Source: an optimization exercise on an open RTL-to-GDS flow (aim: small area and a short achievable clock period). Production flows keep margins and buffers that such runs may drop.
In this exercise RTL edits were held to simulation tests only and were not proved equivalent to the original.
No driver is modelled on the clock port, so clocking that relies on it looks cheaper here than on a real chip.
Power figures rest on the tool's default switching activity, not on a simulated workload.

--- flow/config.mk ---
export PLATFORM = sky130hd
export DESIGN_NAME = imem_pipe
export DESIGN_NICKNAME = imem_pipe
export VERILOG_FILES = /design/flow/design.v
export SDC_FILE = /design/flow/constraint.sdc
export NUM_CORES = 4
export LEC_CHECK = 0
export CAP_MARGIN = 20
export CORE_MARGIN = 2
export CORE_UTILIZATION = 55
export CTS_CLUSTER_DIAMETER = 100
export CTS_CLUSTER_SIZE = 30
export SETUP_SLACK_MARGIN = 1.6
export SLEW_MARGIN = 20
export SYNTH_HIERARCHICAL = 1
export SYNTH_MINIMUM_KEEP_SIZE = 0
--- flow/constraint.sdc ---
create_clock -name core_clock -period 3.8 [get_ports {clk}]
set_input_delay 0.7600 -clock core_clock [delete_from_list [all_inputs] [get_ports {clk}]]
set_output_delay 0.7600 -clock core_clock [all_outputs]
set_load 0.01 [all_outputs]
--- flow/design.v ---
package imem_pkg;
  localparam logic [31:0] NOP_WORD_DEFAULT = 32'h0000_0000;
endpackage
module imem_ram #(
  parameter int unsigned DATA_W = 32,
  parameter int unsigned DEPTH  = 128
) (
  input  logic              clk_i,
  input  logic [DEPTH-1:0]  we_i,      
  input  logic [DATA_W-1:0] wdata_i,
  input  logic              hold_i,    
  input  logic [DEPTH-1:0]  rsel_i,    
  output logic [DATA_W-1:0] rdata_o
);
  localparam int unsigned N1 = (DEPTH + 2) / 3;    
  localparam int unsigned N2 = (N1 + 3) / 4;       
  localparam int unsigned N3 = (N2 + 3) / 4;       
  logic [DEPTH-1:0][DATA_W-1:0] mem_q;
  logic [DATA_W-1:0]            rdata_d, rdata_q;
  for (genvar w = 0; w < DEPTH; w++) begin : g_word
    always_ff @(posedge clk_i) begin
      if (we_i[w]) mem_q[w] <= wdata_i;
    end
  end
  logic [N1-1:0][DATA_W-1:0] l1;
  logic [N2-1:0][DATA_W-1:0] l2;
  logic [N3-1:0][DATA_W-1:0] l3;
  for (genvar g = 0; g < N1; g++) begin : g_l1
    if (3 * g + 2 < DEPTH) begin : g_3
      imem_aoi3 #(.W(DATA_W)) u_aoi (
        .s0(rsel_i[3*g]), .s1(rsel_i[3*g+1]), .s2(rsel_i[3*g+2]),
        .d0(mem_q[3*g]),  .d1(mem_q[3*g+1]),  .d2(mem_q[3*g+2]),
        .y (l1[g])
      );
    end else if (3 * g + 1 < DEPTH) begin : g_2
      imem_aoi2 #(.W(DATA_W)) u_aoi (
        .s0(rsel_i[3*g]), .s1(rsel_i[3*g+1]),
        .d0(mem_q[3*g]),  .d1(mem_q[3*g+1]),
        .y (l1[g])
      );
    end else begin : g_1
      imem_nand #(.W(DATA_W), .N(2)) u_nand (
        .a ({{DATA_W{rsel_i[3*g]}}, mem_q[3*g]}),
        .y (l1[g])
      );
    end
  end
  for (genvar g = 0; g < N2; g++) begin : g_l2
    localparam int unsigned K = (4 * g + 4 <= N1) ? 4 : N1 - 4 * g;
    imem_nand #(.W(DATA_W), .N(K)) u_nand (
      .a (l1[4*g +: K]),
      .y (l2[g])
    );
  end
  for (genvar g = 0; g < N3; g++) begin : g_l3
    localparam int unsigned K = (4 * g + 4 <= N2) ? 4 : N2 - 4 * g;
    imem_nor #(.W(DATA_W), .N(K)) u_nor (
      .a (l2[4*g +: K]),
      .y (l3[g])
    );
  end
  imem_rdout #(.W(DATA_W), .N(N3)) u_out (
    .a    (l3),
    .hold (hold_i),
    .q    (rdata_q),
    .y    (rdata_d)
  );
  always_ff @(posedge clk_i) begin
    rdata_q <= rdata_d;
  end
  assign rdata_o = rdata_q;
endmodule
module imem_aoi3 #(
  parameter int unsigned W = 32
) (
  input  logic         s0, s1, s2,
  input  logic [W-1:0] d0, d1, d2,
  output logic [W-1:0] y
);
  assign y = ~(({W{s0}} & d0) | ({W{s1}} & d1) | ({W{s2}} & d2));
endmodule
module imem_aoi2 #(
  parameter int unsigned W = 32
) (
  input  logic         s0, s1,
  input  logic [W-1:0] d0, d1,
  output logic [W-1:0] y
);
  assign y = ~(({W{s0}} & d0) | ({W{s1}} & d1));
endmodule
module imem_nand #(
  parameter int unsigned W = 32,
  parameter int unsigned N = 4
) (
  input  logic [N-1:0][W-1:0] a,
  output logic [W-1:0]        y
);
  always_comb begin
    y = '1;
    for (int i = 0; i < N; i++) y &= a[i];
    y = ~y;
  end
endmodule
module imem_nor #(
  parameter int unsigned W = 32,
  parameter int unsigned N = 4
) (
  input  logic [N-1:0][W-1:0] a,
  output logic [W-1:0]        y
);
  always_comb begin
    y = '0;
    for (int i = 0; i < N; i++) y |= a[i];
    y = ~y;
  end
endmodule
module imem_rdout #(
  parameter int unsigned W = 32,
  parameter int unsigned N = 3
) (
  input  logic [N-1:0][W-1:0] a,
  input  logic                hold,
  input  logic [W-1:0]        q,
  output logic [W-1:0]        y
);
  always_comb begin
    y = ~({W{hold}} & q);
    for (int i = 0; i < N; i++) y &= a[i];
    y = ~y;
  end
endmodule
module imem_pipe (
  input  logic        clk,
  input  logic        rst_n,
  input  logic        fetch_req,
  input  logic [31:0] fetch_pc,
  output logic        fetch_ready,
  input  logic        stall,
  input  logic        flush,
  output logic        instr_valid,
  output logic [31:0] instr,
  output logic [31:0] instr_pc,
  output logic        fault,
  input  logic        load_en,
  input  logic [29:0] load_addr,
  input  logic [31:0] load_data,
  output logic        load_err,
  output logic        busy
);
  localparam int unsigned DEPTH = 128;
  logic [7:0]   cnt_q;
  logic         run_rdy_q, busy_q;
  logic         valid_q, fault_q, load_err_q;
  logic [31:0]  pc_q;
  logic         run, accept, fetch_bad, load_oob, load_ok;
  logic [DEPTH-1:0] we, rsel;
  logic [31:0]  wdata;
  assign run       = cnt_q[7];
  assign fetch_bad = (fetch_pc[1:0] != 2'b00) || (fetch_pc[31:9] != '0);
  assign load_oob  = (load_addr[29:7] != '0);
  assign load_ok   = run & load_en & ~load_oob;
  assign fetch_ready = run_rdy_q & ~stall & ~flush & ~load_en;
  assign accept      = fetch_req & fetch_ready;
  always_comb begin
    for (int w = 0; w < DEPTH; w++) begin
      we[w]   = ~run | (load_ok & (load_addr[6:0] == 7'(w)));
      rsel[w] = ~stall & ~fetch_bad & (fetch_pc[8:2] == 7'(w));
    end
  end
  assign wdata = run ? load_data : imem_pkg::NOP_WORD_DEFAULT;
  always_ff @(posedge clk) begin
    if (!rst_n) begin
      cnt_q      <= '0;
      run_rdy_q  <= 1'b0;
      busy_q     <= 1'b1;
      valid_q    <= 1'b0;
      fault_q    <= 1'b0;
      load_err_q <= 1'b0;
    end else begin
      if (!run) cnt_q <= cnt_q + 8'd1;
      if (&cnt_q[6:0]) begin
        run_rdy_q <= 1'b1;
        busy_q    <= 1'b0;
      end
      load_err_q <= run & load_en & load_oob;
      if (run) begin
        if (flush) begin
          valid_q <= 1'b0;
          fault_q <= 1'b0;
        end else if (!stall) begin
          valid_q <= accept;
          fault_q <= accept & fetch_bad;
        end
      end
    end
  end
  always_ff @(posedge clk) begin
    if (!stall) pc_q <= fetch_pc;
  end
  imem_ram #(
    .DATA_W (32),
    .DEPTH  (DEPTH)
  ) u_ram (
    .clk_i   (clk),
    .we_i    (we),
    .wdata_i (wdata),
    .hold_i  (stall),
    .rsel_i  (rsel),
    .rdata_o (instr)
  );
  assign instr_valid = valid_q;
  assign instr_pc    = pc_q;
  assign fault       = fault_q;
  assign load_err    = load_err_q;
  assign busy        = busy_q;
endmodule
--- flow/run.sh ---
#!/bin/bash
# synth_recipe.tcl (not shown) runs the flow's synth.tcl, then flattens the netlist and writes it again
# the make line also repeats each setting of config.mk as NAME=value (left out here)
make -C /OpenROAD-flow-scripts/flow DESIGN_CONFIG=/design/flow/config.mk WORK_HOME=/design/flow/orfs CLKGATE_MAP_FILE= SYNTH_SCRIPT=/design/flow/synth_recipe.tcl finish
==> results_tabular.tex, run 1 <==
\begin{tabular}{lr}
\hline
Metric & Value \\
\hline
\multicolumn{2}{l}{\textbf{Status}} \\
Result of the run & finished clean \\
\multicolumn{2}{l}{\textbf{Synth}} \\
Yosys warns & 13 \\
Number of synthesized flops with an enable pin & 4128 \\
Predominant post-synthesis flop cell & sky130\_fd\_sc\_hd\_\_edfxtp\_1 \\
Area share of the leading cell type in the synthesized netlist & 83.5\% \\
Post-synthesis area per instance & 21.5 sq um \\
Share of the yosys chip area belonging to registers & 84.1\% \\
Cell types with the largest area share after synthesis & sky130\_fd\_sc\_hd\_\_edfxtp\_1 83\%, sky130\_fd\_sc\_hd\_\_a222oi\_1 9.1\%, sky130\_fd\_sc\_hd\_\_buf\_6 2.1\% \\
Syn Inst Count & 6923 \\
Largest area contributor in the synthesized netlist & sky130\_fd\_sc\_hd\_\_edfxtp\_1 \\
Synthesized net count & 7024 \\
Post-synthesis instance area & 149000 sq um \\
Seq cells post-synth & 4173 \\
Count of different cell masters after synthesis & 41 \\
Share of synthesized registers carrying an async set or reset & 0\% \\
\multicolumn{2}{l}{\textbf{Critical path}} \\
Reg-to-Reg End & u\_ram.rdata\_q[7] \\
Sort of element at the start of the critical path & input pin \\
Critical Path Slowest Stage Cell & sky130\_fd\_sc\_hd\_\_nor4\_4 \\
Delay of the slowest critical-path stage & 1080 ps \\
Data required time at the worst endpoint & 4500 ps \\
Critical Path Fanout Max & 7 \\
Buffer and inverter count on the worst path & 7 \\
Gate family responsible for the most delay along the worst path & simple AND/OR/NAND/NOR gates \\
R2r setup slk & 890 ps \\
CP Depth & 15 \\
Most frequent cell on the critical path & sky130\_fd\_sc\_hd\_\_buf\_12 \\
Worst setup startpoint & fetch\_pc[22] \\
Worst setup path endpoint & u\_ram.rdata\_q[7] \\
Critical Setup Path Class & in2reg \\
Arrival time at the worst endpoint & 4480 ps \\
Cell count of the worst reg-to-reg path & 4 \\
Beginning of the worst register-to-register path & u\_ram.mem\_q[2599] \\
Worst-path cell chain & buf\_6 > nor3\_2 > and3\_4 > buf\_12 > buf\_8 > buf\_12 > nand4b\_4 > buf\_12 > nor2\_4 > buf\_12 > buf\_6 > a222oi\_1 > nand4\_1 > nor4\_4 > nand4\_1 \\
Kind of end point of the critical path & flip-flop \\
\multicolumn{2}{l}{\textbf{Final layout}} \\
Layout Area Growth over Synthesis & 20.1\% \\
Fin nets & 8566 \\
Layout cells sized above 1 & 28.3\% \\
Area of the multi-input gates & 23100 sq um \\
Filler instances & 17200 \\
Sequential cell area in the final layout & 125000 sq um \\
\multicolumn{2}{l}{\textbf{CTS}} \\
Clock-pin transition on the worst setup and hold timing paths & 110 ps \\
Clock latency of the later-clocked register in the worst-skew pair & 860 ps \\
Largest buffer count on any clock path & 3 \\
Cts bufs inserted & 158 \\
CTS tree & built \\
Level count of the clock H-tree & 4 \\
Clock sink total & 4173 \\
Number of buffers inserted for hold repair after clock tree synthesis & 0 \\
Root buffer cell & sky130\_fd\_sc\_hd\_\_clkbuf\_16 \\
\multicolumn{2}{l}{\textbf{Timing}} \\
Peak clock frequency supported by timing & 265 MHz \\
Total of endpoints with negative setup slack in the final report & 0 \\
Clock period minus final worst setup slack & 3780 ps \\
Smallest hold slack & 76.4 ps \\
Clock tree skew after final layout & 36.2 ps \\
RSZ-0062 raised after global routing & true \\
Worst Tran Pin Value & 1040 ps \\
Total count of hold-check failures in the final report & 0 \\
Pins over their slew limit & 0 \\
Final cycle utilization of the critical path & 99.5\% \\
Slew Limit Headroom & 30.0\% \\
\multicolumn{2}{l}{\textbf{Floorplanning}} \\
Placeable core region & 268000 sq um \\
Horizontal die dimension & 524 um \\
Die area & 274000 sq um \\
Die boundary height & 524 um \\
Boundary pin count & 169 \\
Initial Utilization & 55.3\% \\
Number of rows created at floorplan & 190 \\
\multicolumn{2}{l}{\textbf{GRT}} \\
Wire length of the first global-routing pass & 641 mm \\
Global route total overflow & 0 \\
Global-route total usage across every layer & 33.7\% \\
Number of global-route vias before repair & 80700 \\
Number of antenna violations at the first check in global routing & 24 \\
Largest net degree at the start of global routing & 129 \\
\multicolumn{2}{l}{\textbf{Pwr}} \\
Tot Pwr & 0.0715 W \\
Lkg Pwr & 69.6 nW \\
Worst IR drop on VDD & 0.528 mV \\
P per Cell Area & 401 nW/um\^{}2 \\
\multicolumn{2}{l}{\textbf{Route}} \\
Drt via density & 7.24 \\
DRC errors left & 0 \\
Wire length per cell & 40.4 um \\
Remaining number of nets flagged by the antenna check after routing & 0 \\
Detailed-route wire length & 489 mm \\
Count of vias placed by the detailed router & 87600 \\
Drt pass-1 iters & 14 \\
Iteration-0 DRC Markers & 21500 \\
\multicolumn{2}{l}{\textbf{Worst hold path}} \\
Worst hold-check path type & in2reg \\
\multicolumn{2}{l}{\textbf{Place}} \\
Dpl hpwl & 290 mm \\
Count of port buffers added during placement & 168 \\
Routability congestion estimate from global placement & 0.901 \\
\multicolumn{2}{l}{\textbf{Flow run}} \\
Maximum Capacitance Violations & 0 \\
\hline
\end{tabular}
metrics by stage:
step / worst slack [ps] / instances / setup TNS (ps) / cell area [sq um] / utilization [%]
2_1_floorplan: -715 / 6923 / -1521130 / 149000 / -
3_3_place_gp: -1900 / 11600 / -35430 / 169000 / 62.9
3_5_place_dp: -1380 / 11600 / -31980 / 169000 / 62.9
4_1_cts: 395 / 11900 / 0 / 176000 / 65.5
5_1_grt: 249 / 12100 / 0 / 178000 / 66.5
6_report: 20.5 / 12100 / 0 / 178000 / 66.5
synth_stat cells (2+ instances only):
cell	number
sky130_fd_sc_hd__nor2b_1	17
sky130_fd_sc_hd__inv_1	2
sky130_fd_sc_hd__buf_6	271
sky130_fd_sc_hd__nor3b_1	2
sky130_fd_sc_hd__nor3_2	32
sky130_fd_sc_hd__a222oi_1	1344
sky130_fd_sc_hd__nor2_1	136
sky130_fd_sc_hd__and3_1	3
sky130_fd_sc_hd__xnor2_1	5
sky130_fd_sc_hd__nor4_1	10
sky130_fd_sc_hd__nand2_1	60
sky130_fd_sc_hd__nand3_2	3
sky130_fd_sc_hd__a22oi_1	32
sky130_fd_sc_hd__nand4b_4	3
sky130_fd_sc_hd__nand4_1	355
sky130_fd_sc_hd__nor3_1	3
sky130_fd_sc_hd__edfxtp_1	4128
sky130_fd_sc_hd__and4_1	3
sky130_fd_sc_hd__o31ai_1	128
sky130_fd_sc_hd__nor4_2	64
sky130_fd_sc_hd__nand4_4	3
sky130_fd_sc_hd__dfxtp_1	45
sky130_fd_sc_hd__clkbuf_1	34
sky130_fd_sc_hd__buf_2	139
sky130_fd_sc_hd__buf_1	2
sky130_fd_sc_hd__and2_1	37
sky130_fd_sc_hd__nand3_1	48
what timing repair did:
| action | CTS | global route |
|---|---|---|
| setup buffers | 123 | 93 |
| gates cloned | 17 | 61 |
| endpoints found under the setup margin | 5661 | 6214 |
| gates resized for setup | 584 | 205 |
| pin swaps | 152 | 145 |
sequential cells by signal (all words and copies together) (netlist names):
| name | count |
|---|---|
| valid_q | 1 |
| fault_q | 1 |
| u_ram.mem_q | 4096 |
| busy_q | 1 |
| cnt_q | 8 |
| pc_q | 32 |
| load_err_q | 1 |
| u_ram.rdata_q | 32 |
| run_rdy_q | 1 |
worst min-delay path by stage:
stage,from,endpoint,slack (ps),cells after the start
floorplan,run_rdy_q,run_rdy_q,450,2
global route,fetch_pc[30],pc_q[30],30,1
CTS,fetch_pc[22],pc_q[22],20,1
finish,fetch_pc[29],pc_q[29],80,1
global placement,fault_q,fault_q,450,2
detailed placement,busy_q,busy_q,450,1
logic make-up (layout without fill, tap and decap cells):
| family | Yosys count | in the layout | share of synthesized area, % |
|---|---|---|---|
| adders and majority gates | 1 | 1 | 0.00842 |
| AOI/OAI and AO/OA | 1512 | 1512 | 9.90 |
| buffers and inverters | 449 | 2052 | 2.62 |
| other | 0 | 13 | 0 |
| DFF | 4173 | 4173 | 84.1 |
| xor gates and xnor gates | 6 | 6 | 0.0354 |
| muxes | 1 | 1 | 0.00674 |
| and+or+nand+nor | 781 | 790 | 3.36 |
final cells by class:
class,instances,area share [%]
Antenna cell,13,0.0182
Clock buffer,216,2.40
Clock inverter,14,0.0926
Inverter,2,0.00421
Multi-Input combinational cell,2310,13.0
Sequential cell,4173,70.0
Tap cell,3552,2.49
Timing Repair Buffer,1820,12.0
report_power, final:
part / switching, W / internal [W]
Combinational: 0.000302 / 0.000182
Clock: 0.0132 / 0.00810
Sequential: 0.0000110 / 0.0497
Total: 0.0135 / 0.0580
layer usage:
| layer | part of all wire, % | up-vias | track usage [%] |
|---|---|---|---|
| met2 | 46 | 6722 | 52.1 |
| met1 | 36 | 45600 | 48.4 |
| met3 | 13 | 739 | 5.66 |
| li1 | - | 34600 | - |
| met4 | 5.1 | 0 | 13.2 |
| met5 | 0 | - | 0 |
cells in the final DEF (no fill, tap or decap), types with 34 or more instances in the layout:
master	count
sky130_fd_sc_hd__buf_12	449
sky130_fd_sc_hd__buf_6	125
sky130_fd_sc_hd__o31ai_4	128
sky130_fd_sc_hd__nand2_1	49
sky130_fd_sc_hd__nor2_4	91
sky130_fd_sc_hd__nor2_2	40
sky130_fd_sc_hd__edfxtp_1	4128
sky130_fd_sc_hd__clkdlybuf4s50_1	35
sky130_fd_sc_hd__nand3_1	40
sky130_fd_sc_hd__nor4_4	46
sky130_fd_sc_hd__a222oi_1	1344
sky130_fd_sc_hd__nor3_2	34
sky130_fd_sc_hd__clkbuf_16	208
sky130_fd_sc_hd__clkbuf_1	53
sky130_fd_sc_hd__buf_4	1019
sky130_fd_sc_hd__nand4_1	355
==> run 2: changes to the inputs <==
--- a/flow/config.mk
+++ b/flow/config.mk
@@ -6,11 +6,11 @@
 export NUM_CORES = 4
 export LEC_CHECK = 0
-export CAP_MARGIN = 20
+export CAP_MARGIN = 70
 export CORE_MARGIN = 2
 export CORE_UTILIZATION = 55
 export CTS_CLUSTER_DIAMETER = 100
 export CTS_CLUSTER_SIZE = 30
-export SETUP_SLACK_MARGIN = 1.6
-export SLEW_MARGIN = 20
+export SETUP_SLACK_MARGIN = 0.3
+export SLEW_MARGIN = 50
 export SYNTH_HIERARCHICAL = 1
 export SYNTH_MINIMUM_KEEP_SIZE = 0
==> run 2 against run 1 <==
Effect of this change:
- final area decreased by 1.8%
- first-iteration DRC count shrank 11%
- global-route usage is 0.71 points lower
- hold slack improved by 45 ps
- worst setup slack improved by 200 ps
- critical endpoint is now u_ram.rdata_q[17]
- register-to-register slack improved by 510 ps
- critical path depth is 1 lower
- die area stayed put
- largest cell class unchanged
- clock power barely moved
==> results_tabular.tex, run 2 <==
\begin{tabular}{lr}
\hline
Metric & Value \\
\hline
\multicolumn{2}{l}{\textbf{Critical path}} \\
Data required time at the worst endpoint & 4560 ps (was 4500 ps) \\
Beginning of the worst register-to-register path & cnt\_q[7] (was u\_ram.mem\_q[2599]) \\
R2r setup slk & 1400 ps (was 890 ps) \\
Buffer and inverter count on the worst path & 7 (unchanged) \\
Critical Path Fanout Max & 9 (was 7) \\
Kind of end point of the critical path & flip-flop (unchanged) \\
Sort of element at the start of the critical path & input pin (unchanged) \\
CP Depth & 14 (was 15) \\
Critical Path Slowest Stage Cell & sky130\_fd\_sc\_hd\_\_a222oi\_1 (was sky130\_fd\_sc\_hd\_\_nor4\_4) \\
Gate family responsible for the most delay along the worst path & buffers and inverters (was simple AND/OR/NAND/NOR gates) \\
Worst setup startpoint & fetch\_pc[3] (was fetch\_pc[22]) \\
Delay of the slowest critical-path stage & 480 ps (was 1080 ps) \\
Cell count of the worst reg-to-reg path & 5 (was 4) \\
Worst setup path endpoint & u\_ram.rdata\_q[17] (was u\_ram.rdata\_q[7]) \\
Most frequent cell on the critical path & sky130\_fd\_sc\_hd\_\_buf\_12 (unchanged) \\
Critical Setup Path Class & in2reg (unchanged) \\
Reg-to-Reg End & u\_ram.mem\_q[1680] (was u\_ram.rdata\_q[7]) \\
Arrival time at the worst endpoint & 4330 ps (was 4480 ps) \\
Worst-path cell chain & clkdlybuf4s50\_1 > buf\_12 > nor3b\_1 > nand2\_1 > buf\_12 > nor2\_4 > buf\_12 > buf\_4 > a222oi\_1 > nand4\_1 > nor4\_2 > buf\_2 > buf\_6 > nand4\_1 (was buf\_6 > nor3\_2 > and3\_4 > buf\_12 > buf\_8 > buf\_12 > nand4b\_4 > buf\_12 > nor2\_4 > buf\_12 > buf\_6 > a222oi\_1 > nand4\_1 > nor4\_4 > nand4\_1) \\
\multicolumn{2}{l}{\textbf{Timing}} \\
Clock tree skew after final layout & 36.4 ps (was 36.2 ps) \\
Pins over their slew limit & 0 (unchanged) \\
Smallest hold slack & 121 ps (was 76.4 ps) \\
Total of endpoints with negative setup slack in the final report & 0 (unchanged) \\
Peak clock frequency supported by timing & 280 MHz (was 265 MHz) \\
Total count of hold-check failures in the final report & 0 (unchanged) \\
Worst Tran Pin Value & 772 ps (was 1040 ps) \\
RSZ-0062 raised after global routing & false (was true) \\
Clock period minus final worst setup slack & 3580 ps (was 3780 ps) \\
Slew Limit Headroom & 48.6\% (was 30.0\%) \\
Final cycle utilization of the critical path & 94.1\% (was 99.5\%) \\
\multicolumn{2}{l}{\textbf{Synth}} \\
Seq cells post-synth & 4173 (unchanged) \\
Largest area contributor in the synthesized netlist & sky130\_fd\_sc\_hd\_\_edfxtp\_1 (unchanged) \\
Predominant post-synthesis flop cell & sky130\_fd\_sc\_hd\_\_edfxtp\_1 (unchanged) \\
Yosys warns & 13 (unchanged) \\
List of most frequent post-synthesis cells & 4128 x sky130\_fd\_sc\_hd\_\_edfxtp\_1, 1344 x sky130\_fd\_sc\_hd\_\_a222oi\_1, 355 x sky130\_fd\_sc\_hd\_\_nand4\_1 (unchanged) \\
Syn Inst Count & 6923 (unchanged) \\
Cell types with the largest area share after synthesis & sky130\_fd\_sc\_hd\_\_edfxtp\_1 83\%, sky130\_fd\_sc\_hd\_\_a222oi\_1 9.1\%, sky130\_fd\_sc\_hd\_\_buf\_6 2.1\% (unchanged) \\
Area share of the leading cell type in the synthesized netlist & 83.5\% (unchanged) \\
Post-synthesis area per instance & 21.5 sq um (unchanged) \\
Post-synthesis instance area & 149000 sq um (unchanged) \\
Share of synthesized registers carrying an async set or reset & 0\% (unchanged) \\
Synthesized net count & 7024 (unchanged) \\
Most common cell in the synthesized netlist & sky130\_fd\_sc\_hd\_\_edfxtp\_1 (unchanged) \\
Number of synthesized flops with an enable pin & 4128 (unchanged) \\
Share of the yosys chip area belonging to registers & 84.1\% (unchanged) \\
Count of different cell masters after synthesis & 41 (unchanged) \\
\multicolumn{2}{l}{\textbf{Floorplanning}} \\
Boundary pin count & 169 (unchanged) \\
Horizontal die dimension & 524 um (unchanged) \\
Placeable core region & 268000 sq um (unchanged) \\
Initial Utilization & 55.3\% (unchanged) \\
Die boundary height & 524 um (unchanged) \\
Die area & 274000 sq um (unchanged) \\
Number of rows created at floorplan & 190 (unchanged) \\
\multicolumn{2}{l}{\textbf{Pwr}} \\
P per Cell Area & 410 nW/um\^{}2 (was 401 nW/um\^{}2) \\
Worst IR drop on VDD & 0.459 mV (was 0.528 mV) \\
Lkg Pwr & 67.7 nW (was 69.6 nW) \\
\multicolumn{2}{l}{\textbf{Place}} \\
Dpl hpwl & 294 mm (was 290 mm) \\
Routability congestion estimate from global placement & 0.897 (was 0.901) \\
Count of port buffers added during placement & 168 (unchanged) \\
\multicolumn{2}{l}{\textbf{CTS}} \\
Clock latency of the later-clocked register in the worst-skew pair & 870 ps (was 860 ps) \\
Clock sink total & 4173 (unchanged) \\
Level count of the clock H-tree & 4 (unchanged) \\
Root buffer cell & sky130\_fd\_sc\_hd\_\_clkbuf\_16 (unchanged) \\
CTS tree & built (unchanged) \\
Largest buffer count on any clock path & 3 (unchanged) \\
Number of buffers inserted for hold repair after clock tree synthesis & 0 (unchanged) \\
Cts bufs inserted & 159 (was 158) \\
Clock-pin transition on the worst setup and hold timing paths & 110 ps (about the same) \\
\multicolumn{2}{l}{\textbf{Route}} \\
DRC errors left & 0 (unchanged) \\
Detailed-route wire length & 458 mm (was 489 mm) \\
Remaining number of nets flagged by the antenna check after routing & 0 (unchanged) \\
Drt via density & 7.10 (was 7.24) \\
Count of vias placed by the detailed router & 84900 (was 87600) \\
Iteration-0 DRC Markers & 19100 (was 21500) \\
Drt pass-1 iters & 13 (was 14) \\
Wire length per cell & 38.3 um (was 40.4 um) \\
\multicolumn{2}{l}{\textbf{Worst hold path}} \\
Worst hold-check path type & in2reg (unchanged) \\
\multicolumn{2}{l}{\textbf{Final layout}} \\
Final core occ & 65.3\% (was 66.5\%) \\
Most frequent standard cell in the layout excluding fill and tap cells & sky130\_fd\_sc\_hd\_\_edfxtp\_1 (unchanged) \\
Layout cells sized above 1 & 24.8\% (was 28.3\%) \\
Commonest cells after routing, fill and taps aside & 4128 x sky130\_fd\_sc\_hd\_\_edfxtp\_1, 1344 x sky130\_fd\_sc\_hd\_\_a222oi\_1, 967 x sky130\_fd\_sc\_hd\_\_buf\_4 (was 4128 x sky130\_fd\_sc\_hd\_\_edfxtp\_1, 1344 x sky130\_fd\_sc\_hd\_\_a222oi\_1, 1019 x sky130\_fd\_sc\_hd\_\_buf\_4) \\
Max reg flops & 4096 (unchanged) \\
Reg with most FFs & u\_ram.mem\_q (unchanged) \\
Sequential cell area in the final layout & 125000 sq um (about the same) \\
Largest registers & u\_ram.mem\_q (4096), pc\_q (32), u\_ram.rdata\_q (32) (unchanged) \\
Area of the multi-input gates & 22500 sq um (was 23100 sq um) \\
Layout Area Growth over Synthesis & 17.9\% (was 20.1\%) \\
Fin nets & 8396 (was 8566) \\
Filler instances & 17700 (was 17200) \\
\multicolumn{2}{l}{\textbf{Status}} \\
Result of the run & finished clean (unchanged) \\
\multicolumn{2}{l}{\textbf{GRT}} \\
Wire length of the first global-routing pass & 629 mm (was 641 mm) \\
Global route total overflow & 0 (unchanged) \\
Global-route total usage across every layer & 33.0\% (was 33.7\%) \\
Largest net degree at the start of global routing & 129 (unchanged) \\
Number of global-route vias before repair & 80300 (was 80700) \\
Number of antenna violations at the first check in global routing & 17 (was 24) \\
\multicolumn{2}{l}{\textbf{Flow run}} \\
Maximum Capacitance Violations & 0 (unchanged) \\
\hline
\end{tabular}
[run 2: cell counts after synthesis]
Identical to the previous run, type by type.
[run 2: metrics by stage]
| step | power (W) | cell area (sq um) | setup TNS, ps | worst slack, ps | instances |
|---|---|---|---|---|---|
| after floorplan | 0.0509 | 149000 | -1527100 | -715 | 6923 |
| after global placement | 0.0513 | 168000 | -30230 | -1440 | 11500 |
| after detailed placement | 0.0513 | 170000 | -20960 | -938 | 11700 |
| after CTS | 0.0719 | 175000 | 0 | 303 | 11900 |
| after global routing | 0.0734 | 175000 | 0 | 315 | 11900 |
| final | 0.0718 | 175000 | 0 | 224 | 12000 |
[run 2: cells by family after synthesis]
logic type | count (synthesis) | share of synthesized area [%]
flip-flops | 4173 | 84.1
AO/OA/AOI/OAI | 1512 | 9.90
AND/OR/NAND/NOR | 781 | 3.36
buffers and inverters | 449 | 2.62
XOR/XNOR | 6 | 0.0354
multiplexers | 1 | 0.00674
adder cells (fa/ha/maj) | 1 | 0.00842
[run 2: cell type report]
type | instances | area share, %
clock inverter | 19 | 0.174
antenna | 12 | 0.0171
inverter | 2 | 0.00429
timing repair buffer | 1658 | 10.7
multi-input combinational | 2301 | 12.8
tap | 3552 | 2.54
clock buffer | 234 | 2.47
sequential | 4173 | 71.3
[run 2: how the worst min path moves through the flow]
stage               slack [ps]  cells past startpoint         to    startpoint
floorplan                  450                      2  run_rdy_q     run_rdy_q
CTS                        180                      1    pc_q[1]   fetch_pc[1]
detailed placement         460                      2    fault_q       fault_q
finish                     120                      1   pc_q[17]  fetch_pc[17]
global placement           450                      2    fault_q       fault_q
global route                90                      1   pc_q[22]  fetch_pc[22]
[run 2: where the power goes]
| group | total [W] | switching (W) | leakage [nW] | internal, W |
|---|---|---|---|---|
| sequential | 0.0498 | 0.00000991 | 51.2 | 0.0497 |
| clock | 0.0216 | 0.0134 | 2.21 | 0.00821 |
| combinational | 0.000483 | 0.000271 | 14.3 | 0.000212 |
[run 2: layer usage]
metal	GRT usage, %	vias up	wire length (um)
li1	-	34200	-
met4	13.1	2	21200
met5	0	-	13
met1	46.6	44400	173000
met2	51.8	5669	215000
met3	5.46	634	49300
[run 2: timing repair]
action / CTS / global route
pin swaps: 23 / 25
cloned: 2 / 0
setup endpoints to repair: 19 / 13
gates resized for setup: 33 / 26
setup buffers: 10 / 5
==> run 3: changes to the inputs <==
==> flow/flow/run.sh (new file) <==
#!/bin/bash
# The standard layout, with a greedy sizing pass on the worst setup paths after CTS.
set -euo pipefail
W=$(pwd)
bash standard.sh POST_CTS_TCL="$W/flow/post_cts.tcl" finish > "$W/standard_flow.log" 2>&1
==> flow/flow/gsize.tcl (new file) <==
# Greedy sizing of cells on the worst setup paths: try each same-function drive strength.
proc gs_family {master} {
  if {[regexp {^(sky130_fd_sc_hd__[a-z0-9]+)_([0-9]+)$} $master -> fam drv]} { return $fam }
  return ""
}
proc gs_cands {fam} {
  set out {}
  foreach lc [get_lib_cells ${fam}_*] {
    set n [get_name $lc]
    if {[regexp "^${fam}_\[0-9\]+\$" $n]} { lappend out $n }
  }
  return $out
}
proc gs_run {npaths maxiter} {
  set dont {sky130_fd_sc_hd__clkbuf sky130_fd_sc_hd__clkinv sky130_fd_sc_hd__clkinvlp}
  for {set it 0} {$it < $maxiter} {incr it} {
    set ws0 [sta::worst_slack_cmd max]
    set improved 0
    set names {}
    foreach path [find_timing_paths -path_delay max -group_path_count $npaths -sort_by_slack] {
      foreach pt [get_property $path points] {
        set pin [get_property $pt pin]
        if {[get_property $pin direction] ne "output"} continue
        set inst [get_cells -quiet -of_objects $pin]
        if {$inst eq ""} continue
        set iname [get_full_name $inst]
        if {[lsearch -exact $names $iname] < 0} { lappend names $iname }
      }
    }
    foreach iname $names {
        set inst [get_cells $iname]
        set m [get_property $inst ref_name]
        set fam [gs_family $m]
        if {$fam eq "" || [lsearch -exact $dont $fam] >= 0} continue
        set best $m; set bestws [sta::worst_slack_cmd max]
        foreach c [gs_cands $fam] {
          if {$c eq $m} continue
          replace_cell $inst $c
          set w [sta::worst_slack_cmd max]
          if {$w > $bestws + 1e-12} { set best $c; set bestws $w }
        }
        replace_cell $inst $best
        if {$best ne $m} { incr improved; puts "GS $iname $m -> $best ws [format %.3f $bestws]" }
    }
    set ws1 [sta::worst_slack_cmd max]
    puts "GS iter $it ws $ws0 -> $ws1 changes $improved"
    if {$improved == 0} break
  }
}
==> flow/flow/post_cts.tcl (new file) <==
# After CTS: greedy drive-strength sizing of the cells on the worst setup paths, then
# legalize the placement again.
source [file join [file dirname [info script]] gsize.tcl]
estimate_parasitics -placement
report_worst_slack -max
gs_run 20 40
detailed_placement
check_placement -verbose
estimate_parasitics -placement
report_worst_slack -max
report_design_area
==> flow/standard.sh (new file) <==
#!/bin/bash
# synth_recipe.tcl (not shown) runs the flow's synth.tcl, then flattens the netlist and writes it again
# the make line also repeats each setting of config.mk as NAME=value (left out here)
make -C /OpenROAD-flow-scripts/flow DESIGN_CONFIG=/design/flow/config.mk WORK_HOME=/design/flow/orfs CLKGATE_MAP_FILE= SYNTH_SCRIPT=/design/flow/synth_recipe.tcl "${@:-finish}"
--- a/flow/config.mk
+++ b/flow/config.mk
@@ -6,11 +6,11 @@
 export NUM_CORES = 4
 export LEC_CHECK = 0
-export CAP_MARGIN = 70
+export CAP_MARGIN = 20
 export CORE_MARGIN = 2
 export CORE_UTILIZATION = 55
 export CTS_CLUSTER_DIAMETER = 100
 export CTS_CLUSTER_SIZE = 30
-export SETUP_SLACK_MARGIN = 0.3
-export SLEW_MARGIN = 50
+export SETUP_SLACK_MARGIN = 1.0
+export SLEW_MARGIN = 20
 export SYNTH_HIERARCHICAL = 1
 export SYNTH_MINIMUM_KEEP_SIZE = 0
removed: flow/run.sh
==> run 3 against run 2 <==
Effect of this change:
- count of clock-buffer cells in the layout fell by 18
- register-to-register slack lost 310 ps
- global-route usage up 0.73 points
- via count is 1.1% higher
- final area is 0.67% higher
- critical path depth unchanged
- synthesized cell count stayed put
- first-iteration DRC count rose by 7.8%
- sequential share of layout area is 0.45 points lower
- total power fell by 0.40%
- area after synthesis is the same
==> results_tabular.tex, run 3 <==
\begin{tabular}{lr}
\hline
Metric & Value \\
\hline
\multicolumn{2}{l}{\textbf{Status}} \\
Result of the run & finished clean (unchanged) \\
\multicolumn{2}{l}{\textbf{Pwr}} \\
Lkg Pwr & 68.2 nW (was 67.7 nW) \\
Tot Pwr & 0.0715 W (was 0.0718 W) \\
P per Cell Area & 406 nW/um\^{}2 (was 410 nW/um\^{}2) \\
Worst IR drop on VDD & 0.528 mV (was 0.459 mV) \\
\multicolumn{2}{l}{\textbf{Timing}} \\
Worst Tran Pin Value & 1020 ps (was 772 ps) \\
Total count of hold-check failures in the final report & 0 (unchanged) \\
Final TNS setup & 0 ps (unchanged) \\
Clock period minus final worst setup slack & 3550 ps (was 3580 ps) \\
Pins over their slew limit & 0 (unchanged) \\
RSZ-0062 raised after global routing & true (was false) \\
Total of endpoints with negative setup slack in the final report & 0 (unchanged) \\
Peak clock frequency supported by timing & 282 MHz (was 280 MHz) \\
Final cycle utilization of the critical path & 93.3\% (was 94.1\%) \\
Slew Limit Headroom & 31.4\% (was 48.6\%) \\
Smallest hold slack & 84.5 ps (was 121 ps) \\
Clock tree skew after final layout & 34.4 ps (was 36.4 ps) \\
\multicolumn{2}{l}{\textbf{Floorplanning}} \\
Horizontal die dimension & 524 um (unchanged) \\
Die boundary height & 524 um (unchanged) \\
Boundary pin count & 169 (unchanged) \\
Number of rows created at floorplan & 190 (unchanged) \\
Placeable core region & 268000 sq um (unchanged) \\
Initial Utilization & 55.3\% (unchanged) \\
Die area & 274000 sq um (unchanged) \\
\multicolumn{2}{l}{\textbf{Synth}} \\
Cell types with the largest area share after synthesis & sky130\_fd\_sc\_hd\_\_edfxtp\_1 83\%, sky130\_fd\_sc\_hd\_\_a222oi\_1 9.1\%, sky130\_fd\_sc\_hd\_\_buf\_6 2.1\% (unchanged) \\
Largest area contributor in the synthesized netlist & sky130\_fd\_sc\_hd\_\_edfxtp\_1 (unchanged) \\
Post-synthesis area per instance & 21.5 sq um (unchanged) \\
Synthesized net count & 7024 (unchanged) \\
Area share of the leading cell type in the synthesized netlist & 83.5\% (unchanged) \\
Syn Inst Count & 6923 (unchanged) \\
List of most frequent post-synthesis cells & 4128 x sky130\_fd\_sc\_hd\_\_edfxtp\_1, 1344 x sky130\_fd\_sc\_hd\_\_a222oi\_1, 355 x sky130\_fd\_sc\_hd\_\_nand4\_1 (unchanged) \\
Predominant post-synthesis flop cell & sky130\_fd\_sc\_hd\_\_edfxtp\_1 (unchanged) \\
Yosys warns & 13 (unchanged) \\
Most common cell in the synthesized netlist & sky130\_fd\_sc\_hd\_\_edfxtp\_1 (unchanged) \\
Post-synthesis instance area & 149000 sq um (unchanged) \\
Seq cells post-synth & 4173 (unchanged) \\
Share of synthesized registers carrying an async set or reset & 0\% (unchanged) \\
Count of different cell masters after synthesis & 41 (unchanged) \\
Share of the yosys chip area belonging to registers & 84.1\% (unchanged) \\
Number of synthesized flops with an enable pin & 4128 (unchanged) \\
\multicolumn{2}{l}{\textbf{Place}} \\
Routability congestion estimate from global placement & 0.901 (was 0.897) \\
Dpl hpwl & 290 mm (was 294 mm) \\
Count of port buffers added during placement & 168 (unchanged) \\
\multicolumn{2}{l}{\textbf{Worst hold path}} \\
Startpoint of the tightest hold check path & fetch\_pc[27] (was fetch\_pc[17]) \\
Worst hold-check path type & in2reg (unchanged) \\
\multicolumn{2}{l}{\textbf{Critical path}} \\
Kind of end point of the critical path & flip-flop (unchanged) \\
Worst-path cell chain & dlygate4sd2\_1 > buf\_4 > buf\_4 > nand4b\_4 > buf\_12 > nor2\_4 > buf\_6 > buf\_12 > buf\_4 > a222oi\_1 > nand4\_2 > buf\_6 > nor4\_4 > nand4\_1 (was clkdlybuf4s50\_1 > buf\_12 > nor3b\_1 > nand2\_1 > buf\_12 > nor2\_4 > buf\_12 > buf\_4 > a222oi\_1 > nand4\_1 > nor4\_2 > buf\_2 > buf\_6 > nand4\_1) \\
Data required time at the worst endpoint & 4500 ps (was 4560 ps) \\
Most frequent cell on the critical path & sky130\_fd\_sc\_hd\_\_buf\_4 (was sky130\_fd\_sc\_hd\_\_buf\_12) \\
Sort of element at the start of the critical path & input pin (unchanged) \\
Critical Path Fanout Max & 7 (was 9) \\
Beginning of the worst register-to-register path & u\_ram.mem\_q[388] (was cnt\_q[7]) \\
Critical Path Slowest Stage Cell & sky130\_fd\_sc\_hd\_\_nor4\_4 (was sky130\_fd\_sc\_hd\_\_a222oi\_1) \\
Worst setup startpoint & fetch\_pc[7] (was fetch\_pc[3]) \\
Critical Setup Path Class & in2reg (unchanged) \\
Arrival time at the worst endpoint & 4240 ps (was 4330 ps) \\
Delay of the slowest critical-path stage & 880 ps (was 480 ps) \\
\multicolumn{2}{l}{\textbf{GRT}} \\
Met3 track demand over resource in global routing & 5.76\% (was 5.46\%) \\
Largest net degree at the start of global routing & 129 (unchanged) \\
Number of antenna violations at the first check in global routing & 20 (was 17) \\
Met2 demand-to-capacity share in global routing & 51.9\% (was 51.8\%) \\
Number of global-route vias before repair & 80700 (was 80300) \\
Global route total overflow & 0 (unchanged) \\
Global-route total usage across every layer & 33.7\% (was 33.0\%) \\
Highest-utilization routing layer at the global route stage & met2 (unchanged) \\
Met1 layer usage reported by global route & 48.4\% (was 46.6\%) \\
Wire length of the first global-routing pass & 642 mm (was 629 mm) \\
\multicolumn{2}{l}{\textbf{Final layout}} \\
Final core occ & 65.7\% (was 65.3\%) \\
Largest registers & u\_ram.mem\_q (4096), pc\_q (32), u\_ram.rdata\_q (32) (unchanged) \\
Commonest cells after routing, fill and taps aside & 4128 x sky130\_fd\_sc\_hd\_\_edfxtp\_1, 1344 x sky130\_fd\_sc\_hd\_\_a222oi\_1, 997 x sky130\_fd\_sc\_hd\_\_buf\_4 (was 4128 x sky130\_fd\_sc\_hd\_\_edfxtp\_1, 1344 x sky130\_fd\_sc\_hd\_\_a222oi\_1, 967 x sky130\_fd\_sc\_hd\_\_buf\_4) \\
Fin nets & 8450 (was 8396) \\
Area of the multi-input gates & 23000 sq um (was 22500 sq um) \\
Most frequent standard cell in the layout excluding fill and tap cells & sky130\_fd\_sc\_hd\_\_edfxtp\_1 (unchanged) \\
Filler instances & 17400 (was 17700) \\
Sequential cell area in the final layout & 125000 sq um (about the same) \\
Layout cells sized above 1 & 26.3\% (was 24.8\%) \\
Reg with most FFs & u\_ram.mem\_q (unchanged) \\
Max reg flops & 4096 (unchanged) \\
Layout Area Growth over Synthesis & 18.7\% (was 17.9\%) \\
\multicolumn{2}{l}{\textbf{Route}} \\
Count of vias placed by the detailed router & 85800 (was 84900) \\
Remaining number of nets flagged by the antenna check after routing & 0 (unchanged) \\
DRC errors left & 0 (unchanged) \\
Drt pass-1 iters & 10 (was 13) \\
Wire length per cell & 39.2 um (was 38.3 um) \\
Drt via density & 7.16 (was 7.10) \\
Detailed-route wire length & 469 mm (was 458 mm) \\
Iteration-0 DRC Markers & 20600 (was 19100) \\
\multicolumn{2}{l}{\textbf{CTS}} \\
Clock-pin transition on the worst setup and hold timing paths & 120 ps (was 110 ps) \\
Clock sink total & 4173 (unchanged) \\
Clock latency of the later-clocked register in the worst-skew pair & 860 ps (was 870 ps) \\
CTS tree & built (unchanged) \\
\multicolumn{2}{l}{\textbf{Flow run}} \\
Maximum Capacitance Violations & 0 (unchanged) \\
\hline
\end{tabular}
==> run 3: cell counts after synthesis <==
Identical to the previous run, type by type.
==> run 3: cells by family after synthesis <==
family                     after synthesis  share of synthesized area (%)
DFF                                   4173                           84.1
AOI/OAI and AO/OA                     1512                           9.90
and+or+nand+nor                        781                           3.36
buffers and inverters                  449                           2.62
xor gates and xnor gates                 6                         0.0354
muxes                                    1                        0.00674
adders and majority gates                1                        0.00842
==> run 3: final timing paths <==
kind                           end  slack [ps]  cells after the start
setup reg to reg  u_ram.rdata_q[4]        1090                      6
hold reg to reg             busy_q         470                      1
hold / removal            pc_q[27]          80                      1
setup / recovery  u_ram.rdata_q[6]         250                     14
==> run 3: cell type report <==
cell class              count  area share [%]
repair buffers           1713            11.1
inverters                   2         0.00426
clock buffers             216            2.43
diodes                      9          0.0128
well taps                3552            2.52
clock inverters            14          0.0936
multi-input cells        2301            13.1
flip-flops and latches   4173            70.8
==> run 3: per-stage QoR <==
step           std cells  worst slack, ps  instance area (sq um)
2_1_floorplan       6923             -715                 149000
3_3_place_gp       11600            -1900                 169000
3_5_place_dp       11600            -1380                 169000
5_1_grt            12000              386                 176000
6_report           12000              253                 176000
==> run 3: routing by layer <==
| metal | wire (um) | share of wire, % |
|---|---|---|
| met4 | 22900 | 4.9 |
| met2 | 216000 | 46 |
| met3 | 55300 | 12 |
| met5 | 19 | 0.0041 |
| met1 | 175000 | 37 |
==> run 3: where the power goes <==
part	switching, W	internal [W]
registers	0.0000114	0.0497
clock network	0.0132	0.00810
logic	0.000279	0.000210
==> run 3: critical path, delay by kind of cell <==
kind / cells / cell delay [ps]
and+or+nand+nor: 5 / 1470
buffers and inverters: 8 / 1470
AOI/OAI and AO/OA: 1 / 500

[afterwards: timing with drivers on the ports]
No port has a modelled driver above. Below, the same layouts with a new extraction and two added sets of constraints. Step 1, drivers: a clkbuf_16 drives clk and a buf_2 each remaining input, both assumed. Step 2 moves the port delays by t, midway between the first and last clock arrival at a register: inputs arrive t later, outputs are due t later. That takes back most of the time a late clock gives input paths. Three values: ideal, step 1, step 2; two values: the first two.
run | t (ns) | slack for setup (ns) | worst hold slack (ns)
run 1 | 0.950 | 0.020 / 0.070 / -0.880 | 0.076 / 0.022 / 0.463
run 2 | 0.951 | 0.224 / 0.296 / -0.655 | 0.121 / 0.058 / 0.479
run 3 | 0.936 | 0.253 / 0.297 / -0.639 | 0.085 / 0.036 / 0.465
With both steps, setup timing fails in every run listed, where it was met with ideal ports. The setup slack of run 1, which loses most, moves by +0.050 ns with the drivers and by -0.900 ns with both steps.
